Background: an optimization exercise with open tools, aiming at small area, a short achievable clock period and few clock cycles. Do not read the settings as production practice.
Where RTL was checked, it was by simulation tests only, not by an equivalence proof against the original.
No activity file was given, so power comes from the tool's default toggle rates.

==> run A: inputs <==
==> flow/design.v (excerpt) <==
module param_wallace_multiplier
#(
    parameter int WIDTH = 32
) (
    input  logic                 clk,
    input  logic                 rst,
    input  logic [WIDTH-1:0]     a,
    input  logic [WIDTH-1:0]     b,
    input  logic                 signed_mode,
    input  logic                 in_valid,
    output logic                 in_ready,
    output logic [2*WIDTH-1:0]   product,
    output logic                 out_valid,
    input  logic                 out_ready
);
export LEC_CHECK = 0
export ABC_CLOCK_PERIOD_IN_PS = 5000
export CAP_MARGIN = 20
export CORE_MARGIN = 2
export CORE_UTILIZATION = 40
export SETUP_SLACK_MARGIN = 4.0
export SLEW_MARGIN = 20
create_clock -name core_clock -period 10.0 [get_ports {clk}]
standard.sh (not shown) runs the stock make flow with config.mk's settings and CLKGATE_MAP_FILE= SYNTH_SCRIPT=/design/flow/synth_recipe.tcl, a recipe that flattens the netlist after the stock synthesis.
==> flow/flow/run.sh <==
#!/bin/bash
# Own layout flow: the standard ORFS flow, with Yosys's generic "abc -fast"
# inside "synth" skipped (SYNTH_ARGS=-noabc). That pass re-maps the
# XOR3/majority full-adder logic before ORFS's extract_fa, which then finds the
# adders in inverted form and leaves an inverter on most adder-to-adder nets.
# Everything else (registers, their names, the final ABC mapping, floorplan,
# placement, CTS, routing) is the standard flow.
set -euo pipefail
bash standard.sh SYNTH_ARGS=-noabc finish > standard_flow.log 2>&1
==> run D: changes against run A <==
--- a/flow/config.mk
+++ b/flow/config.mk
@@ -9,5 +9,5 @@
 export CAP_MARGIN = 20
 export CORE_MARGIN = 2
 export CORE_UTILIZATION = 40
-export SETUP_SLACK_MARGIN = 4.0
+export SETUP_SLACK_MARGIN = 3.0
 export SLEW_MARGIN = 20
==> run summary <==
Between run D and run A, the lower setup slack is in run D (gap 0.92 ns). In synthesized cell count, run D and run A do not differ. Of run D and run A, run A has the higher first-iteration DRC count (gap 9.9%, measured against run A). Of run D and run A, run A has the higher final cell count (gap about 3%, measured against run A). Of run A and run D, run D has the higher worst hold slack (gap 0.45 ns). Of run D and run A, run A has the higher design area (gap about 9%, measured against run A). Between run A and run D, the lower clock power is in run A (gap 9.5%, measured against run D). Between run A and run D, the lower clock skew is in run D (gap 0.0030 ns). In run A the count of clock-buffer cells in the layout is lower than in run D, by 1. Between run A and run D, the lower fmax is in run D (gap 16%, measured against run D). Synthesized area is the same in run D and run A.
==> figures <==
Result of the run: run A no timing/DRC/antenna violations; run D no timing/DRC/antenna violations
Fill cell count: run A 6477; run D 6742
Power per cell area: run A 363 nW/um2; run D 389 nW/um2
Power in the clock group: run A 0.627 mW; run D 0.693 mW
Worst Reg2Reg Path Length in Cells: run A 2; run D 3
Internal power contribution: run A 6.65 mW; run D 6.52 mW
Number of instances in the placed design: run A 3768; run D 3771
FMAX: run A 168 MHz; run D 146 MHz
Fraction of cell area in non-clock buffers: run A 10.7%; run D 6.69%
Iteration-0 DRC Markers: run A 2639; run D 2379
Global placement routability congestion: run A 0.958; run D 0.992
Number of clock buffer instances in the layout: run A 17; run D 18
Slew HR: run A 34.0%; run D 16.7%
Routed via count divided by cell count: run A 6.22; run D 6.24
Sequential fraction of total cell area: run A 11.4%; run D 12.4%
Number of non-clock buffers: run A 346; run D 240
Routed length on met3: run A 9.92 mm; run D 8.81 mm
Switching power total: run A 6.04 mW; run D 5.94 mW
Biggest fanout along the worst timing path: run A 5; run D 17
Post-detailed-placement cell area: run A 31100 um2; run D 30900 um2
Worst Hold Depth: run A 2; run D 1
Hold_ws: run A 0.678 ns; run D 1.13 ns
Post-Route Utilization: run A 49.0%; run D 44.8%
Testbench counts of run A, summed over its fixed seeds: cycles 2,408.
Testbench counts of run D, summed over its fixed seeds: cycles 2,408.

==> branch lagoon <==
Starting RTL as in the previous note.
Design param_wallace_multiplier, start of the top module:
module param_wallace_multiplier
#(
    parameter int WIDTH = 32
) (
    input  logic                 clk,
    input  logic                 rst,
    input  logic [WIDTH-1:0]     a,
    input  logic [WIDTH-1:0]     b,
    input  logic                 signed_mode,
    input  logic                 in_valid,
    output logic                 in_ready,
    output logic [2*WIDTH-1:0]   product,
    output logic                 out_valid,
    input  logic                 out_ready
);
    logic [131:0] r_q;
    logic [131:0] r_d;
    logic        v_q;
    logic        adv_s;
    logic [63:0] row_x;
    logic [63:0] row_y;
    logic [33:0] ax;
    logic [34:0] bx;
    logic [33:0] xa_0;
    logic [33:0] xa_1;
    logic [33:0] xa_2;
    logic [33:0] xa_3;
    logic [33:0] xa_4;
    logic [33:0] xa_5;
    logic [33:0] xa_6;
    logic [33:0] xa_7;
    logic [33:0] xa_8;
    logic [33:0] xa_9;
    logic [33:0] xa_10;
    logic [33:0] xa_11;
    logic [33:0] xa_12;
    logic [33:0] xa_13;
    logic [33:0] xa_14;
    logic [33:0] xa_15;
    logic [33:0] xa_16;
    logic one_0;
    logic two_0;
    logic neg_0;
    logic pp_0_0;
    logic pp_0_1;
    logic pp_0_2;
    logic pp_0_3;
    logic pp_0_4;
    logic pp_0_5;
    logic pp_0_6;
    logic pp_0_7;
    logic pp_0_8;
    logic pp_0_9;
    logic pp_0_10;
    logic pp_0_11;
    logic pp_0_12;
    logic pp_0_13;
    logic pp_0_14;
    logic pp_0_15;
    logic pp_0_16;
    logic pp_0_17;
    logic pp_0_18;
    logic pp_0_19;
    logic pp_0_20;
    logic pp_0_21;
    logic pp_0_22;
    logic pp_0_23;
    logic pp_0_24;
    logic pp_0_25;
    logic pp_0_26;
    logic pp_0_27;
    logic pp_0_28;
  ...
clock: 10.0 ns
lec_check: 0
abc_clock_period_in_ps: 5000
cap_margin: 20
core_margin: 2
core_utilization: 40
setup_slack_margin: 3.8
slew_margin: 20
Scripts as last shown in full above: flow/flow/run.sh
==> branch zinc: changes against branch lagoon <==
--- a/flow/design.v
+++ b/flow/design.v
@@ -1804,11 +1804,11 @@
     assign ax = {signed_mode & a[31], a, 1'b0};
     assign bx = {signed_mode & b[31], signed_mode & b[31], b, 1'b0};
     assign one_0 = bx[1] ^ bx[0];
     assign two_0 = (bx[2] & ~bx[1] & ~bx[0]) | (~bx[2] & bx[1] & bx[0]);
     assign neg_0 = bx[2] & ~(bx[1] & bx[0]);
-    assign xa_0 = ax ^ {34{neg_0}};
+    assign xa_0 = ax ^ {34{bx[2]}};
     assign pp_0_0 = (one_0 & xa_0[1]) | (two_0 & xa_0[0]);
     assign pp_0_1 = (one_0 & xa_0[2]) | (two_0 & xa_0[1]);
     assign pp_0_2 = (one_0 & xa_0[3]) | (two_0 & xa_0[2]);
     assign pp_0_3 = (one_0 & xa_0[4]) | (two_0 & xa_0[3]);
     assign pp_0_4 = (one_0 & xa_0[5]) | (two_0 & xa_0[4]);
@@ -1842,11 +1842,11 @@
     assign pp_0_32 = (one_0 & xa_0[33]) | (two_0 & xa_0[32]);
     assign pp_0_33 = ~((one_0 & xa_0[33]) | (two_0 & xa_0[33]));
     assign one_1 = bx[3] ^ bx[2];
     assign two_1 = (bx[4] & ~bx[3] & ~bx[2]) | (~bx[4] & bx[3] & bx[2]);
     assign neg_1 = bx[4] & ~(bx[3] & bx[2]);
-    assign xa_1 = ax ^ {34{neg_1}};
+    assign xa_1 = ax ^ {34{bx[4]}};
     assign pp_1_0 = (one_1 & xa_1[1]) | (two_1 & xa_1[0]);
     assign pp_1_1 = (one_1 & xa_1[2]) | (two_1 & xa_1[1]);
     assign pp_1_2 = (one_1 & xa_1[3]) | (two_1 & xa_1[2]);
     assign pp_1_3 = (one_1 & xa_1[4]) | (two_1 & xa_1[3]);
     assign pp_1_4 = (one_1 & xa_1[5]) | (two_1 & xa_1[4]);
@@ -1880,11 +1880,11 @@
     assign pp_1_32 = (one_1 & xa_1[33]) | (two_1 & xa_1[32]);
     assign pp_1_33 = ~((one_1 & xa_1[33]) | (two_1 & xa_1[33]));
     assign one_2 = bx[5] ^ bx[4];
     assign two_2 = (bx[6] & ~bx[5] & ~bx[4]) | (~bx[6] & bx[5] & bx[4]);
     assign neg_2 = bx[6] & ~(bx[5] & bx[4]);
-    assign xa_2 = ax ^ {34{neg_2}};
+    assign xa_2 = ax ^ {34{bx[6]}};
     assign pp_2_0 = (one_2 & xa_2[1]) | (two_2 & xa_2[0]);
     assign pp_2_1 = (one_2 & xa_2[2]) | (two_2 & xa_2[1]);
     assign pp_2_2 = (one_2 & xa_2[3]) | (two_2 & xa_2[2]);
     assign pp_2_3 = (one_2 & xa_2[4]) | (two_2 & xa_2[3]);
     assign pp_2_4 = (one_2 & xa_2[5]) | (two_2 & xa_2[4]);
@@ -1918,11 +1918,11 @@
     assign pp_2_32 = (one_2 & xa_2[33]) | (two_2 & xa_2[32]);
     assign pp_2_33 = ~((one_2 & xa_2[33]) | (two_2 & xa_2[33]));
     assign one_3 = bx[7] ^ bx[6];
     assign two_3 = (bx[8] & ~bx[7] & ~bx[6]) | (~bx[8] & bx[7] & bx[6]);
     assign neg_3 = bx[8] & ~(bx[7] & bx[6]);
-    assign xa_3 = ax ^ {34{neg_3}};
+    assign xa_3 = ax ^ {34{bx[8]}};
     assign pp_3_0 = (one_3 & xa_3[1]) | (two_3 & xa_3[0]);
     assign pp_3_1 = (one_3 & xa_3[2]) | (two_3 & xa_3[1]);
     assign pp_3_2 = (one_3 & xa_3[3]) | (two_3 & xa_3[2]);
     assign pp_3_3 = (one_3 & xa_3[4]) | (two_3 & xa_3[3]);
     assign pp_3_4 = (one_3 & xa_3[5]) | (two_3 & xa_3[4]);
@@ -1956,11 +1956,11 @@
     assign pp_3_32 = (one_3 & xa_3[33]) | (two_3 & xa_3[32]);
     assign pp_3_33 = ~((one_3 & xa_3[33]) | (two_3 & xa_3[33]));
     assign one_4 = bx[9] ^ bx[8];
     assign two_4 = (bx[10] & ~bx[9] & ~bx[8]) | (~bx[10] & bx[9] & bx[8]);
     assign neg_4 = bx[10] & ~(bx[9] & bx[8]);
-    assign xa_4 = ax ^ {34{neg_4}};
+    assign xa_4 = ax ^ {34{bx[10]}};
     assign pp_4_0 = (one_4 & xa_4[1]) | (two_4 & xa_4[0]);
     assign pp_4_1 = (one_4 & xa_4[2]) | (two_4 & xa_4[1]);
     assign pp_4_2 = (one_4 & xa_4[3]) | (two_4 & xa_4[2]);
     assign pp_4_3 = (one_4 & xa_4[4]) | (two_4 & xa_4[3]);
     assign pp_4_4 = (one_4 & xa_4[5]) | (two_4 & xa_4[4]);
@@ -1994,11 +1994,11 @@
     assign pp_4_32 = (one_4 & xa_4[33]) | (two_4 & xa_4[32]);
     assign pp_4_33 = ~((one_4 & xa_4[33]) | (two_4 & xa_4[33]));
     assign one_5 = bx[11] ^ bx[10];
     assign two_5 = (bx[12] & ~bx[11] & ~bx[10]) | (~bx[12] & bx[11] & bx[10]);
     assign neg_5 = bx[12] & ~(bx[11] & bx[10]);
-    assign xa_5 = ax ^ {34{neg_5}};
+    assign xa_5 = ax ^ {34{bx[12]}};
     assign pp_5_0 = (one_5 & xa_5[1]) | (two_5 & xa_5[0]);
     assign pp_5_1 = (one_5 & xa_5[2]) | (two_5 & xa_5[1]);
     assign pp_5_2 = (one_5 & xa_5[3]) | (two_5 & xa_5[2]);
     assign pp_5_3 = (one_5 & xa_5[4]) | (two_5 & xa_5[3]);
     assign pp_5_4 = (one_5 & xa_5[5]) | (two_5 & xa_5[4]);
@@ -2032,11 +2032,11 @@
     assign pp_5_32 = (one_5 & xa_5[33]) | (two_5 & xa_5[32]);
     assign pp_5_33 = ~((one_5 & xa_5[33]) | (two_5 & xa_5[33]));
     assign one_6 = bx[13] ^ bx[12];
     assign two_6 = (bx[14] & ~bx[13] & ~bx[12]) | (~bx[14] & bx[13] & bx[12]);
     assign neg_6 = bx[14] & ~(bx[13] & bx[12]);
-    assign xa_6 = ax ^ {34{neg_6}};
+    assign xa_6 = ax ^ {34{bx[14]}};
     assign pp_6_0 = (one_6 & xa_6[1]) | (two_6 & xa_6[0]);
     assign pp_6_1 = (one_6 & xa_6[2]) | (two_6 & xa_6[1]);
     assign pp_6_2 = (one_6 & xa_6[3]) | (two_6 & xa_6[2]);
     assign pp_6_3 = (one_6 & xa_6[4]) | (two_6 & xa_6[3]);
     assign pp_6_4 = (one_6 & xa_6[5]) | (two_6 & xa_6[4]);
@@ -2070,11 +2070,11 @@
     assign pp_6_32 = (one_6 & xa_6[33]) | (two_6 & xa_6[32]);
     assign pp_6_33 = ~((one_6 & xa_6[33]) | (two_6 & xa_6[33]));
     assign one_7 = bx[15] ^ bx[14];
     assign two_7 = (bx[16] & ~bx[15] & ~bx[14]) | (~bx[16] & bx[15] & bx[14]);
     assign neg_7 = bx[16] & ~(bx[15] & bx[14]);
-    assign xa_7 = ax ^ {34{neg_7}};
+    assign xa_7 = ax ^ {34{bx[16]}};
     assign pp_7_0 = (one_7 & xa_7[1]) | (two_7 & xa_7[0]);
     assign pp_7_1 = (one_7 & xa_7[2]) | (two_7 & xa_7[1]);
     assign pp_7_2 = (one_7 & xa_7[3]) | (two_7 & xa_7[2]);
     assign pp_7_3 = (one_7 & xa_7[4]) | (two_7 & xa_7[3]);
     assign pp_7_4 = (one_7 & xa_7[5]) | (two_7 & xa_7[4]);
@@ -2108,11 +2108,11 @@
     assign pp_7_32 = (one_7 & xa_7[33]) | (two_7 & xa_7[32]);
     assign pp_7_33 = ~((one_7 & xa_7[33]) | (two_7 & xa_7[33]));
     assign one_8 = bx[17] ^ bx[16];
     assign two_8 = (bx[18] & ~bx[17] & ~bx[16]) | (~bx[18] & bx[17] & bx[16]);
     assign neg_8 = bx[18] & ~(bx[17] & bx[16]);
-    assign xa_8 = ax ^ {34{neg_8}};
+    assign xa_8 = ax ^ {34{bx[18]}};
     assign pp_8_0 = (one_8 & xa_8[1]) | (two_8 & xa_8[0]);
     assign pp_8_1 = (one_8 & xa_8[2]) | (two_8 & xa_8[1]);
     assign pp_8_2 = (one_8 & xa_8[3]) | (two_8 & xa_8[2]);
     assign pp_8_3 = (one_8 & xa_8[4]) | (two_8 & xa_8[3]);
     assign pp_8_4 = (one_8 & xa_8[5]) | (two_8 & xa_8[4]);
@@ -2146,11 +2146,11 @@
     assign pp_8_32 = (one_8 & xa_8[33]) | (two_8 & xa_8[32]);
     assign pp_8_33 = ~((one_8 & xa_8[33]) | (two_8 & xa_8[33]));
     assign one_9 = bx[19] ^ bx[18];
     assign two_9 = (bx[20] & ~bx[19] & ~bx[18]) | (~bx[20] & bx[19] & bx[18]);
     assign neg_9 = bx[20] & ~(bx[19] & bx[18]);
-    assign xa_9 = ax ^ {34{neg_9}};
+    assign xa_9 = ax ^ {34{bx[20]}};
     assign pp_9_0 = (one_9 & xa_9[1]) | (two_9 & xa_9[0]);
     assign pp_9_1 = (one_9 & xa_9[2]) | (two_9 & xa_9[1]);
     assign pp_9_2 = (one_9 & xa_9[3]) | (two_9 & xa_9[2]);
     assign pp_9_3 = (one_9 & xa_9[4]) | (two_9 & xa_9[3]);
     assign pp_9_4 = (one_9 & xa_9[5]) | (two_9 & xa_9[4]);
@@ -2184,11 +2184,11 @@
     assign pp_9_32 = (one_9 & xa_9[33]) | (two_9 & xa_9[32]);
     assign pp_9_33 = ~((one_9 & xa_9[33]) | (two_9 & xa_9[33]));
     assign one_10 = bx[21] ^ bx[20];
     assign two_10 = (bx[22] & ~bx[21] & ~bx[20]) | (~bx[22] & bx[21] & bx[20]);
     assign neg_10 = bx[22] & ~(bx[21] & bx[20]);
-    assign xa_10 = ax ^ {34{neg_10}};
+    assign xa_10 = ax ^ {34{bx[22]}};
     assign pp_10_0 = (one_10 & xa_10[1]) | (two_10 & xa_10[0]);
     assign pp_10_1 = (one_10 & xa_10[2]) | (two_10 & xa_10[1]);
     assign pp_10_2 = (one_10 & xa_10[3]) | (two_10 & xa_10[2]);
     assign pp_10_3 = (one_10 & xa_10[4]) | (two_10 & xa_10[3]);
     assign pp_10_4 = (one_10 & xa_10[5]) | (two_10 & xa_10[4]);
@@ -2222,11 +2222,11 @@
     assign pp_10_32 = (one_10 & xa_10[33]) | (two_10 & xa_10[32]);
     assign pp_10_33 = ~((one_10 & xa_10[33]) | (two_10 & xa_10[33]));
     assign one_11 = bx[23] ^ bx[22];
     assign two_11 = (bx[24] & ~bx[23] & ~bx[22]) | (~bx[24] & bx[23] & bx[22]);
     assign neg_11 = bx[24] & ~(bx[23] & bx[22]);
-    assign xa_11 = ax ^ {34{neg_11}};
+    assign xa_11 = ax ^ {34{bx[24]}};
     assign pp_11_0 = (one_11 & xa_11[1]) | (two_11 & xa_11[0]);
     assign pp_11_1 = (one_11 & xa_11[2]) | (two_11 & xa_11[1]);
     assign pp_11_2 = (one_11 & xa_11[3]) | (two_11 & xa_11[2]);
     assign pp_11_3 = (one_11 & xa_11[4]) | (two_11 & xa_11[3]);
     assign pp_11_4 = (one_11 & xa_11[5]) | (two_11 & xa_11[4]);
@@ -2260,11 +2260,11 @@
     assign pp_11_32 = (one_11 & xa_11[33]) | (two_11 & xa_11[32]);
     assign pp_11_33 = ~((one_11 & xa_11[33]) | (two_11 & xa_11[33]));
     assign one_12 = bx[25] ^ bx[24];
     assign two_12 = (bx[26] & ~bx[25] & ~bx[24]) | (~bx[26] & bx[25] & bx[24]);
     assign neg_12 = bx[26] & ~(bx[25] & bx[24]);
-    assign xa_12 = ax ^ {34{neg_12}};
+    assign xa_12 = ax ^ {34{bx[26]}};
     assign pp_12_0 = (one_12 & xa_12[1]) | (two_12 & xa_12[0]);
     assign pp_12_1 = (one_12 & xa_12[2]) | (two_12 & xa_12[1]);
     assign pp_12_2 = (one_12 & xa_12[3]) | (two_12 & xa_12[2]);
     assign pp_12_3 = (one_12 & xa_12[4]) | (two_12 & xa_12[3]);
     assign pp_12_4 = (one_12 & xa_12[5]) | (two_12 & xa_12[4]);
@@ -2298,11 +2298,11 @@
     assign pp_12_32 = (one_12 & xa_12[33]) | (two_12 & xa_12[32]);
     assign pp_12_33 = ~((one_12 & xa_12[33]) | (two_12 & xa_12[33]));
     assign one_13 = bx[27] ^ bx[26];
     assign two_13 = (bx[28] & ~bx[27] & ~bx[26]) | (~bx[28] & bx[27] & bx[26]);
     assign neg_13 = bx[28] & ~(bx[27] & bx[26]);
-    assign xa_13 = ax ^ {34{neg_13}};
+    assign xa_13 = ax ^ {34{bx[28]}};
     assign pp_13_0 = (one_13 & xa_13[1]) | (two_13 & xa_13[0]);
     assign pp_13_1 = (one_13 & xa_13[2]) | (two_13 & xa_13[1]);
     assign pp_13_2 = (one_13 & xa_13[3]) | (two_13 & xa_13[2]);
     assign pp_13_3 = (one_13 & xa_13[4]) | (two_13 & xa_13[3]);
     assign pp_13_4 = (one_13 & xa_13[5]) | (two_13 & xa_13[4]);
@@ -2336,11 +2336,11 @@
     assign pp_13_32 = (one_13 & xa_13[33]) | (two_13 & xa_13[32]);
     assign pp_13_33 = ~((one_13 & xa_13[33]) | (two_13 & xa_13[33]));
     assign one_14 = bx[29] ^ bx[28];
     assign two_14 = (bx[30] & ~bx[29] & ~bx[28]) | (~bx[30] & bx[29] & bx[28]);
     assign neg_14 = bx[30] & ~(bx[29] & bx[28]);
-    assign xa_14 = ax ^ {34{neg_14}};
+    assign xa_14 = ax ^ {34{bx[30]}};
     assign pp_14_0 = (one_14 & xa_14[1]) | (two_14 & xa_14[0]);
     assign pp_14_1 = (one_14 & xa_14[2]) | (two_14 & xa_14[1]);
     assign pp_14_2 = (one_14 & xa_14[3]) | (two_14 & xa_14[2]);
     assign pp_14_3 = (one_14 & xa_14[4]) | (two_14 & xa_14[3]);
     assign pp_14_4 = (one_14 & xa_14[5]) | (two_14 & xa_14[4]);
@@ -2374,11 +2374,11 @@
     assign pp_14_32 = (one_14 & xa_14[33]) | (two_14 & xa_14[32]);
     assign pp_14_33 = ~((one_14 & xa_14[33]) | (two_14 & xa_14[33]));
     assign one_15 = bx[31] ^ bx[30];
     assign two_15 = (bx[32] & ~bx[31] & ~bx[30]) | (~bx[32] & bx[31] & bx[30]);
     assign neg_15 = bx[32] & ~(bx[31] & bx[30]);
-    assign xa_15 = ax ^ {34{neg_15}};
+    assign xa_15 = ax ^ {34{bx[32]}};
     assign pp_15_0 = (one_15 & xa_15[1]) | (two_15 & xa_15[0]);
     assign pp_15_1 = (one_15 & xa_15[2]) | (two_15 & xa_15[1]);
     assign pp_15_2 = (one_15 & xa_15[3]) | (two_15 & xa_15[2]);
     assign pp_15_3 = (one_15 & xa_15[4]) | (two_15 & xa_15[3]);
     assign pp_15_4 = (one_15 & xa_15[5]) | (two_15 & xa_15[4]);
@@ -2412,11 +2412,11 @@
     assign pp_15_32 = (one_15 & xa_15[33]) | (two_15 & xa_15[32]);
     assign pp_15_33 = ~((one_15 & xa_15[33]) | (two_15 & xa_15[33]));
     assign one_16 = bx[33] ^ bx[32];
     assign two_16 = (bx[34] & ~bx[33] & ~bx[32]) | (~bx[34] & bx[33] & bx[32]);
     assign neg_16 = bx[34] & ~(bx[33] & bx[32]);
-    assign xa_16 = ax ^ {34{neg_16}};
+    assign xa_16 = ax ^ {34{bx[34]}};
     assign pp_16_0 = (one_16 & xa_16[1]) | (two_16 & xa_16[0]);
     assign pp_16_1 = (one_16 & xa_16[2]) | (two_16 & xa_16[1]);
     assign pp_16_2 = (one_16 & xa_16[3]) | (two_16 & xa_16[2]);
     assign pp_16_3 = (one_16 & xa_16[4]) | (two_16 & xa_16[3]);
     assign pp_16_4 = (one_16 & xa_16[5]) | (two_16 & xa_16[4]);
--- a/flow/config.mk
+++ b/flow/config.mk
@@ -7,7 +7,7 @@
 export LEC_CHECK = 0
 export ABC_CLOCK_PERIOD_IN_PS = 5000
 export CAP_MARGIN = 20
 export CORE_MARGIN = 2
 export CORE_UTILIZATION = 40
-export SETUP_SLACK_MARGIN = 3.8
+export SETUP_SLACK_MARGIN = 2.0
 export SLEW_MARGIN = 20
==> branch cedar: changes against branch lagoon <==
==> flow/config.mk (replaced) <==
export PLATFORM = sky130hd
export DESIGN_NAME = param_wallace_multiplier
export DESIGN_NICKNAME = param_wallace_multiplier
export VERILOG_FILES = /design/flow/design.v
export SDC_FILE = /design/flow/constraint.sdc
export NUM_CORES = 4
export LEC_CHECK = 0
export ABC_AREA = 1
export ABC_CLOCK_PERIOD_IN_PS = 5000
export CAP_MARGIN = 20
export CORE_MARGIN = 2
export CORE_UTILIZATION = 40
export SETUP_SLACK_MARGIN = 4.0
export SLEW_MARGIN = 20
==> flow_summary.toml <==
[clock_tree]
clk_pin_slew_worst_paths_ns = 0.06

[layout]
nClkBuffers = 18
multiInputCombCellCount = 2808

[route]
drt-total-wl_um = 121000

[floorplan]
dieArea_mm2 = 0.0791

[run_status]
status = "no timing/DRC/antenna violations"

[power]
power.switching_mw = 7.28
pwr-share-seq = 0.116

[grt]
grt_pass1_vias = 28000
(the above is from branch cedar)
==> flow_summary.toml <==
[run_status]
status = "no timing/DRC/antenna violations"

[layout]
nClkBuffers = 19
multiInputCombCellCount = 2964

[sta]
fin_crit_sh = 0.763

[power]
pwr-share-seq = 0.125
power.switching_mw = 6.02

[grt]
grt_pass1_vias = 31100
antenna_found_initial = 2

[floorplan]
dieArea_mm2 = 0.0846

[clock_tree]
cts_root_buffer = "clkbuf_16"

[worst_setup_path]
reg2reg_from = "v_q"
(the above is from branch zinc)
==> flow_summary.toml <==
[run_status]
status = "no timing/DRC/antenna violations"

[route]
drt-total-wl_um = 107000

[floorplan]
dieArea_mm2 = 0.0741

[layout]
nClkBuffers = 17
multiInputCombCellCount = 2384

[clock_tree]
clk_pin_slew_worst_paths_ns = 0.06

[power]
power.switching_mw = 6.08
pwr-share-seq = 0.131

[worst_setup_path]
reg2reg_from = "v_q"

[grt]
grt_pass1_vias = 25900
(the above is from branch lagoon)
Testbench counts of branch lagoon, summed over its fixed seeds: cycles 2,408.
Testbench counts of branch cedar, summed over its fixed seeds: cycles 2,408.
Function not checked in branch zinc: the RTL went through the layout flow alone.

[separate check: timing with driven ports]
No port has a modelled driver above. Below, the same layouts with a new extraction and two added sets of constraints. Step 1 sets driving cells, clkbuf_16 on the clock port and buf_2 on the other inputs (assumed; they add their load-dependent delay and slew). Step 2 also shifts input and output timing later by t, the mid clock arrival at the registers, as if the neighbouring blocks saw the same clock. Slacks: no drivers / after step 1 / after step 2; pairs: no drivers / after step 1.
run	t, ns	slack for setup (ns)	clock arrival spread, ns	worst slew at a driven data input, ns
run A	0.559	4.059 / 3.992 / 3.546	0.019 / 0.019	0.07
run D	0.556	3.136 / 3.174 / 2.618	0.011 / 0.012	0.07
branch lagoon	0.548	3.797 / 3.828 / 3.280	0.011 / 0.011	0.07
branch zinc	0.563	2.372 / 2.414 / 1.851	0.017 / 0.018	0.07
branch cedar	0.478	3.915 / 3.953 / 3.474	0.015 / 0.015	0.11
After both steps setup and hold are still met in every run listed. For branch zinc, which loses most, drivers alone change the setup slack by +0.042 ns; drivers and shift together by -0.521 ns.
